Source: an optimization exercise on an open RTL-to-GDS flow (aim: small area, a short achievable clock period and few clock cycles per item). Production flows keep margins and buffers that such runs may drop. In this exercise RTL edits were held to simulation tests only and were not proved equivalent to the original. Power figures rest on the tool's default switching activity, not on a simulated workload.

Setup of tundra:
==> flow/design.v <==
module gf_addsub_lanes #(
    parameter int               WIDTH   = 32,
    parameter logic [WIDTH-1:0] MODULUS = 32'hec940e71,
    parameter int               LANES   = 4
) (
    input  logic                     i_clk,
    input  logic                     i_rst,
    input  logic                     i_valid,
    output logic                     o_ready,
    input  logic [1:0]               i_op,
    input  logic [LANES*WIDTH-1:0]   i_a,
    input  logic [LANES*WIDTH-1:0]   i_b,
    output logic                     o_valid,
    input  logic                     i_ready,
    output logic [LANES*WIDTH-1:0]   o_out,
    output logic [LANES-1:0]         o_err
);
    localparam int PREFIX_A = 1;
    localparam int PREFIX_B = 0;
    localparam int LOGW   = 5;   
    function automatic logic [WIDTH:0] carries(input logic [WIDTH-1:0] g,
                                               input logic [WIDTH-1:0] p,
                                               input logic             cin,
                                               input int               style);
        logic [WIDTH-1:0] gg, pp, gn, pn;
        gg    = g;
        pp    = p;
        gg[0] = g[0] | (p[0] & cin);
        if (style == 0) begin
            for (int l = 0; l < LOGW; l++) begin
                gn = gg;
                pn = pp;
                for (int i = 0; i < WIDTH; i++) begin
                    if ((i >> l) & 1) begin
                        gn[i] = gg[i] | (pp[i] & gg[((i >> l) << l) - 1]);
                        pn[i] = pp[i] & pp[((i >> l) << l) - 1];
                    end
                end
                gg = gn;
                pp = pn;
            end
        end else if (style == 1) begin
            for (int l = 0; l < LOGW; l++) begin
                for (int i = 0; i < WIDTH; i++) begin
                    if (((i + 1) % (2 << l)) == 0) begin
                        gg[i] = gg[i] | (pp[i] & gg[i - (1 << l)]);
                        pp[i] = pp[i] & pp[i - (1 << l)];
                    end
                end
            end
            for (int l = LOGW - 2; l >= 0; l--) begin
                for (int i = 0; i < WIDTH; i++) begin
                    if (((i + 1) % (2 << l)) == (1 << l) && i >= (2 << l)) begin
                        gg[i] = gg[i] | (pp[i] & gg[i - (1 << l)]);
                        pp[i] = pp[i] & pp[i - (1 << l)];
                    end
                end
            end
        end else begin
            for (int l = 0; l < LOGW; l++) begin
                gn = gg;
                pn = pp;
                for (int i = 0; i < WIDTH; i++) begin
                    if (i >= (1 << l)) begin
                        gn[i] = gg[i] | (pp[i] & gg[i - (1 << l)]);
                        pn[i] = pp[i] & pp[i - (1 << l)];
                    end
                end
                gg = gn;
                pp = pn;
            end
        end
        carries = {gg, cin};
    endfunction
    logic sub_c, neg_c;
    assign sub_c = i_op[0] ^ i_op[1];
    assign neg_c = i_op[1] & ~i_op[0];
    logic [LANES-1:0][WIDTH-1:0] v_c;
    logic [LANES-1:0]            co_c;
    logic [LANES-1:0]            err_c;
    for (genvar k = 0; k < LANES; k++) begin : g_front
        logic [WIDTH-1:0] a, b, x, y, yi;
        logic [WIDTH:0]   c1;
        assign a = i_a[k*WIDTH +: WIDTH];
        assign b = i_b[k*WIDTH +: WIDTH];
        assign err_c[k] = (a >= MODULUS) | ((b >= MODULUS) & ~i_op[1]);
        assign x  = a & {WIDTH{~neg_c}};
        assign y  = (a & {WIDTH{neg_c}}) | (b & {WIDTH{~i_op[1]}});
        assign yi = y ^ {WIDTH{sub_c}};
        assign c1      = carries(x & yi, x ^ yi, sub_c, PREFIX_A);
        assign v_c[k]  = ~(x ^ y) ^ c1[WIDTH-1:0];
        assign co_c[k] = c1[WIDTH];
    end
    logic [LANES-1:0][WIDTH-1:0] v_q;
    logic [LANES-1:0]            co_q;
    logic                        sub_q;
    assign o_ready = ~o_valid | i_ready;
    always_ff @(posedge i_clk) begin
        if (i_rst) begin
            o_valid <= 1'b0;
        end else if (o_ready) begin
            o_valid <= i_valid;
        end
    end
    always_ff @(posedge i_clk) begin
        if (o_ready) begin
            v_q   <= v_c;
            co_q  <= co_c;
            sub_q <= sub_c;
            o_err <= err_c;
        end
    end
    for (genvar k = 0; k < LANES; k++) begin : g_back
        logic [WIDTH-1:0] v, d;
        logic [WIDTH:0]   cw;
        logic             pick;
        assign v    = v_q[k];
        assign cw   = carries(v & MODULUS, v | MODULUS, 1'b0, PREFIX_B);
        assign d    = MODULUS ^ cw[WIDTH-1:0];
        assign pick = sub_q ? ~co_q[k] : (co_q[k] | ~cw[WIDTH]);
        assign o_out[k*WIDTH +: WIDTH] = v ^ {WIDTH{~sub_q}} ^ (d & {WIDTH{pick}});
    end
endmodule
Settings: LEC_CHECK=0, CAP_MARGIN=20, CORE_MARGIN=2, CORE_UTILIZATION=40, GPL_TIMING_DRIVEN=0, SETUP_SLACK_MARGIN=1.2, SLEW_MARGIN=20; clock period 5.5 ns.
standard.sh (not shown) runs the stock make flow with config.mk's settings and CLKGATE_MAP_FILE= SYNTH_SCRIPT=/design/flow/synth_recipe.tcl, a recipe that flattens the netlist after the stock synthesis.
==> flow/flow/run.sh <==
#!/bin/bash
# Layout flow: the standard ORFS flow (standard.sh) with these changes:
#  - the ports get plain sky130_fd_sc_hd__buf_1 buffers instead of delay cells;
#  - if flow/abc.script exists, synthesis maps the logic with that ABC script in place
#    of ORFS's speed script (everything else in the synthesis is the standard flow's own script);
#  - settings in flow/env.sh (if any) are exported before the flow runs.
# Each tool's full output goes to the ORFS logs under orfs/logs; make's own output
# goes to flow_make.log here.
set -euo pipefail
W=$(pwd)
export BUFFER_PORTS_ARGS="-buffer_cell sky130_fd_sc_hd__buf_1"
if [[ -f flow/env.sh ]]; then source flow/env.sh; fi
SYN=$W/synth_recipe.tcl
if [[ -f flow/abc.script ]]; then
  cat > $W/flow_synth.tcl <<EOT
proc abc {args} {
  set i [lsearch -exact \$args -script]
  if {\$i >= 0} { lset args [expr {\$i + 1}] $W/flow/abc.script }
  yosys abc {*}\$args
}
source $W/synth_recipe.tcl
EOT
  SYN=$W/flow_synth.tcl
fi
sed "s#SYNTH_SCRIPT=$W/synth_recipe.tcl#SYNTH_SCRIPT=$SYN#" standard.sh > flow_standard.sh
bash flow_standard.sh > flow_make.log 2>&1
Testbench counts of tundra, summed over its fixed seeds: cycles 12,008, items 12,000.
Input-level comparison between xenon and tundra:
--- a/flow/design.v
+++ b/flow/design.v
@@ -12,37 +12,35 @@
     input  logic [LANES*WIDTH-1:0]   i_b,
     output logic                     o_valid,
     input  logic                     i_ready,
     output logic [LANES*WIDTH-1:0]   o_out,
     output logic [LANES-1:0]         o_err
 );
-    localparam int PREFIX_A = 1;
-    localparam int PREFIX_B = 0;
+    localparam int PREFIX = 0;
     localparam int LOGW   = 5;   
     function automatic logic [WIDTH:0] carries(input logic [WIDTH-1:0] g,
                                                input logic [WIDTH-1:0] p,
-                                               input logic             cin,
-                                               input int               style);
+                                               input logic             cin);
         logic [WIDTH-1:0] gg, pp, gn, pn;
         gg    = g;
         pp    = p;
         gg[0] = g[0] | (p[0] & cin);
-        if (style == 0) begin
+        if (PREFIX == 0) begin
             for (int l = 0; l < LOGW; l++) begin
                 gn = gg;
                 pn = pp;
                 for (int i = 0; i < WIDTH; i++) begin
                     if ((i >> l) & 1) begin
                         gn[i] = gg[i] | (pp[i] & gg[((i >> l) << l) - 1]);
                         pn[i] = pp[i] & pp[((i >> l) << l) - 1];
                     end
                 end
                 gg = gn;
                 pp = pn;
             end
-        end else if (style == 1) begin
+        end else if (PREFIX == 1) begin
             for (int l = 0; l < LOGW; l++) begin
                 for (int i = 0; i < WIDTH; i++) begin
                     if (((i + 1) % (2 << l)) == 0) begin
                         gg[i] = gg[i] | (pp[i] & gg[i - (1 << l)]);
                         pp[i] = pp[i] & pp[i - (1 << l)];
                     end
@@ -72,52 +70,57 @@
         end
         carries = {gg, cin};
     endfunction
     logic sub_c, neg_c;
     assign sub_c = i_op[0] ^ i_op[1];
     assign neg_c = i_op[1] & ~i_op[0];
-    logic [LANES-1:0][WIDTH-1:0] v_c;
+    logic [LANES-1:0][WIDTH-1:0] r1_c;
     logic [LANES-1:0]            co_c;
     logic [LANES-1:0]            err_c;
     for (genvar k = 0; k < LANES; k++) begin : g_front
         logic [WIDTH-1:0] a, b, x, y, yi;
         logic [WIDTH:0]   c1;
         assign a = i_a[k*WIDTH +: WIDTH];
         assign b = i_b[k*WIDTH +: WIDTH];
         assign err_c[k] = (a >= MODULUS) | ((b >= MODULUS) & ~i_op[1]);
         assign x  = a & {WIDTH{~neg_c}};
         assign y  = (a & {WIDTH{neg_c}}) | (b & {WIDTH{~i_op[1]}});
         assign yi = y ^ {WIDTH{sub_c}};
-        assign c1      = carries(x & yi, x ^ yi, sub_c, PREFIX_A);
-        assign v_c[k]  = ~(x ^ y) ^ c1[WIDTH-1:0];
+        assign c1      = carries(x & yi, x ^ yi, sub_c);
+        assign r1_c[k] = x ^ yi ^ c1[WIDTH-1:0];
         assign co_c[k] = c1[WIDTH];
     end
-    logic [LANES-1:0][WIDTH-1:0] v_q;
+    logic [LANES-1:0][WIDTH-1:0] r1_q;
     logic [LANES-1:0]            co_q;
     logic                        sub_q;
     assign o_ready = ~o_valid | i_ready;
     always_ff @(posedge i_clk) begin
         if (i_rst) begin
             o_valid <= 1'b0;
         end else if (o_ready) begin
             o_valid <= i_valid;
         end
     end
     always_ff @(posedge i_clk) begin
         if (o_ready) begin
-            v_q   <= v_c;
+            r1_q  <= r1_c;
             co_q  <= co_c;
             sub_q <= sub_c;
             o_err <= err_c;
         end
     end
+    logic [WIDTH-1:0] kc;
+    always_comb begin
+        for (int i = 0; i < WIDTH; i++) kc[i] = MODULUS[i] ? sub_q : ~sub_q;
+        kc[0] = 1'b1;
+    end
     for (genvar k = 0; k < LANES; k++) begin : g_back
-        logic [WIDTH-1:0] v, d;
-        logic [WIDTH:0]   cw;
+        logic [WIDTH-1:0] r1, r2;
+        logic [WIDTH:0]   c2;
         logic             pick;
-        assign v    = v_q[k];
-        assign cw   = carries(v & MODULUS, v | MODULUS, 1'b0, PREFIX_B);
-        assign d    = MODULUS ^ cw[WIDTH-1:0];
-        assign pick = sub_q ? ~co_q[k] : (co_q[k] | ~cw[WIDTH]);
-        assign o_out[k*WIDTH +: WIDTH] = v ^ {WIDTH{~sub_q}} ^ (d & {WIDTH{pick}});
+        assign r1   = r1_q[k];
+        assign c2   = carries(r1 & kc, r1 ^ kc, 1'b0);
+        assign r2   = r1 ^ kc ^ c2[WIDTH-1:0];
+        assign pick = sub_q ? ~co_q[k] : (co_q[k] | (r1 >= MODULUS));
+        assign o_out[k*WIDTH +: WIDTH] = pick ? r2 : r1;
     end
 endmodule
Findings:
- xenon was carried through to the last stage, and its layout satisfied the timing, design-rule and antenna checks.
- tundra completed end to end with timing, DRC and antenna clean.
- Taking tundra as the reference, in xenon total of plain and repair buffers excluding clock buffers rose by about 16%; relative area change from synthesis to final layout now larger.
- Against tundra, xenon comes in 84 ps lower on transition time at the pin with the least slew margin.
- Length in cells of the worst reg-to-reg path: xenon vs tundra identical
- Overall track demand over capacity in global routing: xenon higher than tundra
- xenon vs tundra: combinational share of power up in xenon
- For xenon, the destination of the critical timing path was o_out[95], unlike tundra, where it was o_out[67].
- STATUS net switching power: xenon loses against tundra
- Going from tundra to xenon, final area moved up, maximum ir drop on the vdd rail moved up.
- Total power on xenon is up relative to tundra.
- Xor and xnor area share after synthesis (higher): tundra
- Wire length: xenon > tundra
- Diff tundra -> xenon | placer congestion estimate | decrease of 2.3%
- On placed instance count: xenon sits above tundra.
Testbench counts of xenon, summed over its fixed seeds: cycles 12,008, items 12,000.

==> re-timing with driven ports <==
Ports are ideal in the flow. The routed layouts listed here were re-timed in OpenROAD.
Step 1, drivers: a clkbuf_16 drives i_clk and a buf_2 each remaining input, both assumed.
Step 2 times the ports against the registers' clock, not the clock port: input delays grow and output delays shrink by t, the midpoint of the rising clock arrivals with the driver on.
Three values: ideal, step 1, step 2; two values: the first two.
| run | t (ns) | setup slack, ns | worst setup path after step 2 | latest minus earliest clock arrival (ns) | worst data-port slew with drivers (ns) |
|---|---|---|---|---|---|
| tundra | 0.512 | 0.953 / 0.894 / 0.765 | input to register | 0.011 / 0.011 | 0.11 |
| xenon | 0.488 | 0.324 / 0.271 / 0.560 | input to register | 0.012 / 0.013 | 0.12 |
After both steps setup and hold are still met in every run listed. For tundra, which loses most, drivers alone change the setup slack by -0.059 ns; drivers and shift together by -0.188 ns.
